From an optimization exercise on the open Yosys and OpenROAD flow, aimed at small area and a short achievable clock period; shortcuts taken in it are not production practice. In this exercise RTL edits were held to simulation tests only and were not proved equivalent to the original. No activity file was given, so power comes from the tool's default toggle rates.

## run 1
// mul_unit
module mul_unit (
    input  logic           clk,
    input  logic           rst_n,
    input  mul_pkg::op_t   op,
    input  mul_pkg::word_t mul_in_a,
    input  mul_pkg::word_t mul_in_b,
    output logic           mul_out_valid,
    output mul_pkg::word_t mul_out
);
    logic            valid_s0, valid_s1;
    logic            a_hi_s0, sel_hi_s0, sel_hi_s1;
    logic [16:0]     one_s0, two_s0, neg_s0;
    mul_pkg::word_t  a_s0;
    mul_pkg::dword_t sum0_s1, sum1_s1;
    mul_issue issue_i (
        .clk       (clk),
        .rst_n     (rst_n),
        .op        (op),
        .mul_in_a  (mul_in_a),
        .mul_in_b  (mul_in_b),
        .valid     (valid_s0),
        .a         (a_s0),
        .a_hi      (a_hi_s0),
        .one       (one_s0),
        .two       (two_s0),
        .neg       (neg_s0),
        .sel_hi    (sel_hi_s0)
    );
    mul_stage stage_i (
        .clk        (clk),
        .rst_n      (rst_n),
        .valid_in   (valid_s0),
        .a_in       (a_s0),
        .a_hi_in    (a_hi_s0),
        .one_in     (one_s0),
        .two_in     (two_s0),
        .neg_in     (neg_s0),
        .sel_hi_in  (sel_hi_s0),
        .valid_out  (valid_s1),
        .sel_hi_out (sel_hi_s1),
  ...
Size in the first run: about 110 I/O pins, ~31000 um^2 of cells after synthesis.
Settings: LEC_CHECK=0, ABC_AREA=1, CAP_MARGIN=30, CORE_MARGIN=2, CORE_UTILIZATION=55, CTS_CLUSTER_DIAMETER=200, CTS_CLUSTER_SIZE=20, PLACE_DENSITY=0.65, SLEW_MARGIN=50; clock period 20.0 ns.
standard.sh (not shown) runs the stock make flow with config.mk's settings and CLKGATE_MAP_FILE= SYNTH_SCRIPT=/design/flow/synth_recipe.tcl, a recipe that flattens the netlist after the stock synthesis.
==> flow/flow/run.sh <==
#!/bin/bash
# The standard layout (the standard.sh, ORFS from the unchanged standard synthesis
# through finish) with two changes:
#  1. after synthesis, polarity2.py re-chooses where the netlist's inverters go around
#     its full adders (a full adder is self-dual, so an adder whose inputs and outputs
#     all pass through inverters can drop them); registers are untouched and the
#     netlist's function is unchanged.
#  2. the buffers ORFS puts on every input and output port are sky130_fd_sc_hd__buf_2
#     instead of the cell buffer_ports picks by default (clkdlybuf4s50_1, a delay cell
#     that is both larger and slower).
# Each tool's full output goes to a log of its own in this folder: run_synth.log,
# run_polarity.log, run_layout.log (ORFS's per-step logs stay under orfs/logs/).
set -euo pipefail
cd "$(dirname "$0")/.."
PORTBUF="BUFFER_PORTS_ARGS=-buffer_cell sky130_fd_sc_hd__buf_2"
bash standard.sh "$PORTBUF" synth > run_synth.log 2>&1
RES=orfs/results/${FLOW_PLATFORM}/mul_unit/base
cp "$RES/1_2_yosys.v" run_1_2_yosys_standard.v
python3 flow/polarity2.py run_1_2_yosys_standard.v "$RES/1_2_yosys.v" > run_polarity.log 2>&1
# make rebuilds 1_synth.odb from the rewritten netlist
rm -f "$RES/1_synth.odb" "$RES/1_synth.sdc"
touch "$RES/1_2_yosys.v"
bash standard.sh "$PORTBUF" finish > run_layout.log 2>&1
test -f out/final.def
==> flow/flow/polarity2.py <==
#!/usr/bin/env python3
"""Re-choose inverter placement around full adders in a mapped sky130 netlist.

A full adder is self-dual: FA(~a, ~b, ~c) = (~sum, ~cout); and an xor2 becomes an
xnor2 by complementing its output. Yosys's extract_fa leaves many adders whose inputs
and outputs all pass through inverters. This pass removes the netlist's inverters
(except those at ports), chooses for each full adder and xor2/xnor2 whether to use it
complemented so as to need as few inverters as possible (local search), and puts back
one inverter per signal that some load needs complemented. Registers and every other
cell stay as they are, and the netlist's function is unchanged.

usage: polarity2.py IN.v OUT.v
"""
import math
import random
import re
import sys

P = "sky130_fd_sc_hd__"
OUT_PINS = {"X", "Y", "Q", "Q_N", "SUM", "COUT", "HI", "LO"}
INV = {P + "inv_1", P + "inv_2", P + "inv_4", P + "inv_6", P + "inv_8",
       P + "clkinv_1", P + "clkinv_2", P + "clkinv_4"}
FA = {P + "fa_1", P + "fa_2", P + "fa_4"}
XSWAP = {P + "xor2_1": P + "xnor2_1", P + "xnor2_1": P + "xor2_1",
         P + "xor2_2": P + "xnor2_2", P + "xnor2_2": P + "xor2_2",
         P + "xor2_4": P + "xnor2_4", P + "xnor2_4": P + "xor2_4"}

src = open(sys.argv[1]).read()
cell_re = re.compile(r"^  (\S+) (\S+(?: )?) \((.*?)\n  \);\n", re.S | re.M)
pin_re = re.compile(r"\.(\w+)\(([^()]*)\)")
m = list(cell_re.finditer(src))
head = src[:m[0].start()]
tail = src[m[-1].end():]
for a, b in zip(m, m[1:]):
    assert src[a.end():b.start()].strip() == "", src[a.end():b.start()][:200]

cells = {}
order = []
for x in m:
    typ, name, body = x.group(1), x.group(2).strip(), x.group(3)
    pins = {p: n.strip() for p, n in pin_re.findall(body)}
    cells[name] = [typ, pins]
    order.append(name)

ports = set()
for hi, lo, nm in re.findall(r"^\s*(?:input|output)\s+(?:\[(\d+):(\d+)\]\s+)?(\S+);", head, re.M):
    if hi:
        ports.update(f"{nm}[{i}]" for i in range(int(lo), int(hi) + 1))
    else:
        ports.add(nm)

drv = {}
for name, (typ, pins) in cells.items():
    for p, n in pins.items():
        if p in OUT_PINS:
            drv[n] = (name, p)

# inverters this pass may remove: not touching a port
I = {c for c, (t, pins) in cells.items()
     if t in INV and pins["A"] not in ports and pins["Y"] not in ports}

def source(n):
    par = 0
    while n in drv and drv[n][0] in I:
        n = cells[drv[n][0]][1]["A"]
        par ^= 1
    return n, par

def flippable(c):
    t, pins = cells[c]
    if t not in FA and t not in XSWAP:
        return False
    return all(n not in ports for p, n in pins.items() if p in OUT_PINS)

# signals: net -> list of (cell, pin, parity)
loads = {}
for c, (t, pins) in cells.items():
    if c in I:
        continue
    for p, n in pins.items():
        if p in OUT_PINS:
            continue
        s, par = source(n)
        loads.setdefault(s, []).append((c, p, par))

var = {c: 0 for c in cells if c not in I and flippable(c)}
# signals each variable touches
touch = {c: set() for c in var}
for s, ld in loads.items():
    d = drv.get(s)
    if d and d[0] in var:
        touch[d[0]].add(s)
    for c, p, par in ld:
        if c in var and cells[c][0] in FA:
            touch[c].add(s)

def cost(s):
    d = drv.get(s)
    prod = var.get(d[0], 0) if d else 0
    for c, p, par in loads[s]:
        need = par ^ (var[c] if c in var and cells[c][0] in FA else 0)
        if need != prod:
            return 1
    return 0

total = sum(cost(s) for s in loads)
start = total
best = total
best_var = dict(var)
names = sorted(var)
rng = random.Random(1)
T = 3.0
steps = 1000 * len(names)
for k in range(steps):
    c = rng.choice(names)
    sig = touch[c]
    before = sum(cost(s) for s in sig)
    var[c] ^= 1
    after = sum(cost(s) for s in sig)
    d = after - before
    temp = T * (1 - k / steps) + 1e-3
    if d <= 0 or rng.random() < math.exp(-d / temp):
        total += d
        if total < best:
            best = total
            best_var = dict(var)
    else:
        var[c] ^= 1
var = best_var
n_removed = len(I)
print(f"polarity2: inverters {n_removed} removable, {start} before search, {best} after",
      file=sys.stderr)

# rebuild
for c in I:
    del cells[c]
order = [c for c in order if c not in I]
new_wires = []
cnt = [0]
inv_net = {}
def inverted(s):
    if s not in inv_net:
        cnt[0] += 1
        y = f"_pol{cnt[0]}_"
        new_wires.append(y)
        name = f"_polinv{cnt[0]}_"
        cells[name] = [P + "inv_1", {"A": s, "Y": y}]
        order.append(name)
        inv_net[s] = y
    return inv_net[s]

for s, ld in loads.items():
    d = drv.get(s)
    prod = var.get(d[0], 0) if d else 0
    for c, p, par in ld:
        need = par ^ (var[c] if c in var and cells[c][0] in FA else 0)
        cells[c][1][p] = s if need == prod else inverted(s)

for c, v in var.items():
    if v and cells[c][0] in XSWAP:
        t, pins = cells[c]
        nt = XSWAP[t]
        op = [p for p in pins if p in OUT_PINS][0]
        np = "Y" if "xnor" in nt else "X"
        net = pins.pop(op)
        pins[np] = net
        cells[c][0] = nt

out = [head.rstrip("\n")]
for w in new_wires:
    out.append(f"  wire {w};")
def esc(n):
    return n + " " if n.startswith("\\") else n
for name in order:
    typ, pins = cells[name]
    body = ",\n".join(f"    .{p}({esc(n)})" for p, n in pins.items())
    out.append(f"  {typ} {esc(name)} (\n{body}\n  );")
out.append(tail.lstrip("\n"))
open(sys.argv[2], "w").write("\n".join(out))
Setup changes, run 1 to run 2
diff --git a/flow/config.mk b/flow/config.mk
--- a/flow/config.mk
+++ b/flow/config.mk
@@ -9 +9 @@
-export CAP_MARGIN = 30
+export CAP_MARGIN = 20
@@ -11,5 +11,2 @@
-export CORE_UTILIZATION = 55
-export CTS_CLUSTER_DIAMETER = 200
-export CTS_CLUSTER_SIZE = 20
-export PLACE_DENSITY = 0.65
-export SLEW_MARGIN = 50
+export CORE_UTILIZATION = 40
+export SLEW_MARGIN = 20
--- outcome ---
Per the comparison of run 2 with run 1, detailed-route wire length shows an increase of about 1.1%; die outline width shows an increase of about 17%.
Summary of run 2 over run 1: post-route clock period utilization shows no meaningful change, time the final worst path needs with I/O delays and setup higher, core utilization has decreased, design area went up 4.3%.
From run 1 to run 2 the numbers moved as follows: post-layout worst setup margin moved down, combinational power level, total leakage power moved up, sequential fraction of total cell area moved down.
Comparing run 2 and run 1, global-route usage is lower on run 2.
The inputs of run 3 differ from those of run 2 as listed below.
diff --git a/flow/config.mk b/flow/config.mk
--- a/flow/config.mk
+++ b/flow/config.mk
@@ -9 +9 @@
-export CAP_MARGIN = 20
+export CAP_MARGIN = 50
@@ -12 +12,3 @@
-export SLEW_MARGIN = 20
+export CTS_CLUSTER_DIAMETER = 200
+export CTS_CLUSTER_SIZE = 20
+export SLEW_MARGIN = 75
[summary]
- Of the two values seen for launch point of the critical path, result_i.mul_out[17] was produced by run 2 and result_i.mul_out[24] by run 3.
- The wire length on run 3 is in line with that on run 2.
- Comparing run 2 against run 3, there is no change at all in post-CTS setup buffer count.
- Looking at share of the final layout cell area in sequential cells, run 3 sits 0.17 points higher than run 2 does.
Modified inputs, run 4 compared to run 3
diff --git a/flow/flow/polarity2.py b/flow/flow/polarity2.py
--- a/flow/flow/polarity2.py
+++ b/flow/flow/polarity2.py
@@ -112,2 +112,2 @@
-T = 3.0
-steps = 1000 * len(names)
+T = 0.6
+steps = 60 * len(names)
diff --git a/flow/config.mk b/flow/config.mk
--- a/flow/config.mk
+++ b/flow/config.mk
@@ -12,2 +11,0 @@
-export CTS_CLUSTER_DIAMETER = 200
-export CTS_CLUSTER_SIZE = 20
--- outcome ---
- | non-clock buffer count | higher: run 3 |
- The run with more setup slack is run 3; run 4 has less.
- Maximum single-stage delay on the critical path: run 4 lower than run 3
- Compared with run 3, in run 4 upper clock frequency limit lower, final period utilization closely matched the old numbers, register clock-pin slew on the reported worst setup and hold paths went down 20 ps.
The following lists how run 5 was set up differently from run 4:
diff --git a/flow/flow/polarity2.py b/flow/flow/polarity2.py
--- a/flow/flow/polarity2.py
+++ b/flow/flow/polarity2.py
@@ -112,2 +112,2 @@
-T = 0.6
-steps = 60 * len(names)
+T = 3.0
+steps = 1000 * len(names)
diff --git a/flow/config.mk b/flow/config.mk
--- a/flow/config.mk
+++ b/flow/config.mk
@@ -11,0 +12,2 @@
+export CTS_CLUSTER_DIAMETER = 120
+export CTS_CLUSTER_SIZE = 24
Notes after the runs:
In the tables for run 5 and run 4, via count reads lower with run 5.
Run 5 — power consumption 9.6% lower, run 4 as reference
Run 5 — clock network power share 3.9 points lower, run 4 as reference
From run 4 to run 5 the numbers moved as follows: clock period minus worst slack moved down, die area moved down, cell count after synthesis moved down, switching power moved down.
Diff run 4 -> run 5 | relative area change from synthesis to final layout | decrease of 2.1 points
Compared with run 4, run 5 ends up with less cell area.
Compared with run 4, run 5 improves final worst hold slack.
Changes in run 6 relative to run 5:
diff --git a/flow/config.mk b/flow/config.mk
--- a/flow/config.mk
+++ b/flow/config.mk
@@ -11,3 +11,4 @@
-export CORE_UTILIZATION = 40
-export CTS_CLUSTER_DIAMETER = 120
-export CTS_CLUSTER_SIZE = 24
+export CORE_UTILIZATION = 55
+export CTS_CLUSTER_DIAMETER = 200
+export CTS_CLUSTER_SIZE = 20
+export PLACE_DENSITY = 0.65
For buffer share of cell area, run 6 and run 5 come out practically identical.
Die size: run 6 is under run 5
Relative to run 5, switching power total has increased by about 0.46% in run 6.
Across both runs, aggregate global-route resource usage was higher for run 6 than for run 5.
Higher part of the power in the clock network among run 6 and run 5: run 5
Total leakage power across run 6 and run 5: no real change.
Run 6 gives more core utilization than run 5 did.
Changes observed in run 6 relative to run 5: power held steady, routed length on met1 shrank by 8.5%.

## static timing again, ports no longer ideal
The results above use ideal ports. As a check the final layouts listed here were re-extracted and re-timed, cells and wires unchanged.
Step 1 (the two cells are an assumption about what drives the block):
set clk [get_ports {clk}]
set_driving_cell -lib_cell sky130_fd_sc_hd__clkbuf_16 $clk
set_driving_cell -lib_cell sky130_fd_sc_hd__buf_2 [delete_from_list [all_inputs] $clk]
Step 2 also shifts input and output timing later by t, the mid clock arrival at the registers, as if the neighbouring blocks saw the same clock.
Three values: ideal, step 1, step 2; two values: the first two.
| run | t (ns) | setup slack, ns | hold slack, ns | clock arrival spread, ns | worst register clock-pin slew, ns |
|---|---|---|---|---|---|
| run 1 | 0.639 | 14.960 / 14.896 / 14.802 | 0.324 / 0.324 / 0.324 | 0.076 / 0.076 | 0.11 / 0.11 |
| run 2 | 0.655 | 14.934 / 14.875 / 14.895 | 0.321 / 0.321 / 0.321 | 0.035 / 0.035 | 0.08 / 0.08 |
| run 3 | 0.647 | 14.949 / 14.885 / 14.954 | 0.326 / 0.326 / 0.326 | 0.058 / 0.059 | 0.11 / 0.11 |
| run 4 | 0.666 | 14.932 / 14.864 / 14.979 | 0.321 / 0.321 / 0.321 | 0.056 / 0.057 | 0.07 / 0.07 |
| run 5 | 0.632 | 14.937 / 14.878 / 14.997 | 0.332 / 0.332 / 0.332 | 0.044 / 0.044 | 0.11 / 0.11 |
| run 6 | 0.650 | 14.974 / 14.908 / 14.909 | 0.326 / 0.326 / 0.326 | 0.092 / 0.093 | 0.11 / 0.11 |
After both steps setup and hold are still met in every run listed. The setup slack of run 1, which loses most, moves by -0.064 ns with the drivers and by -0.158 ns with both steps.
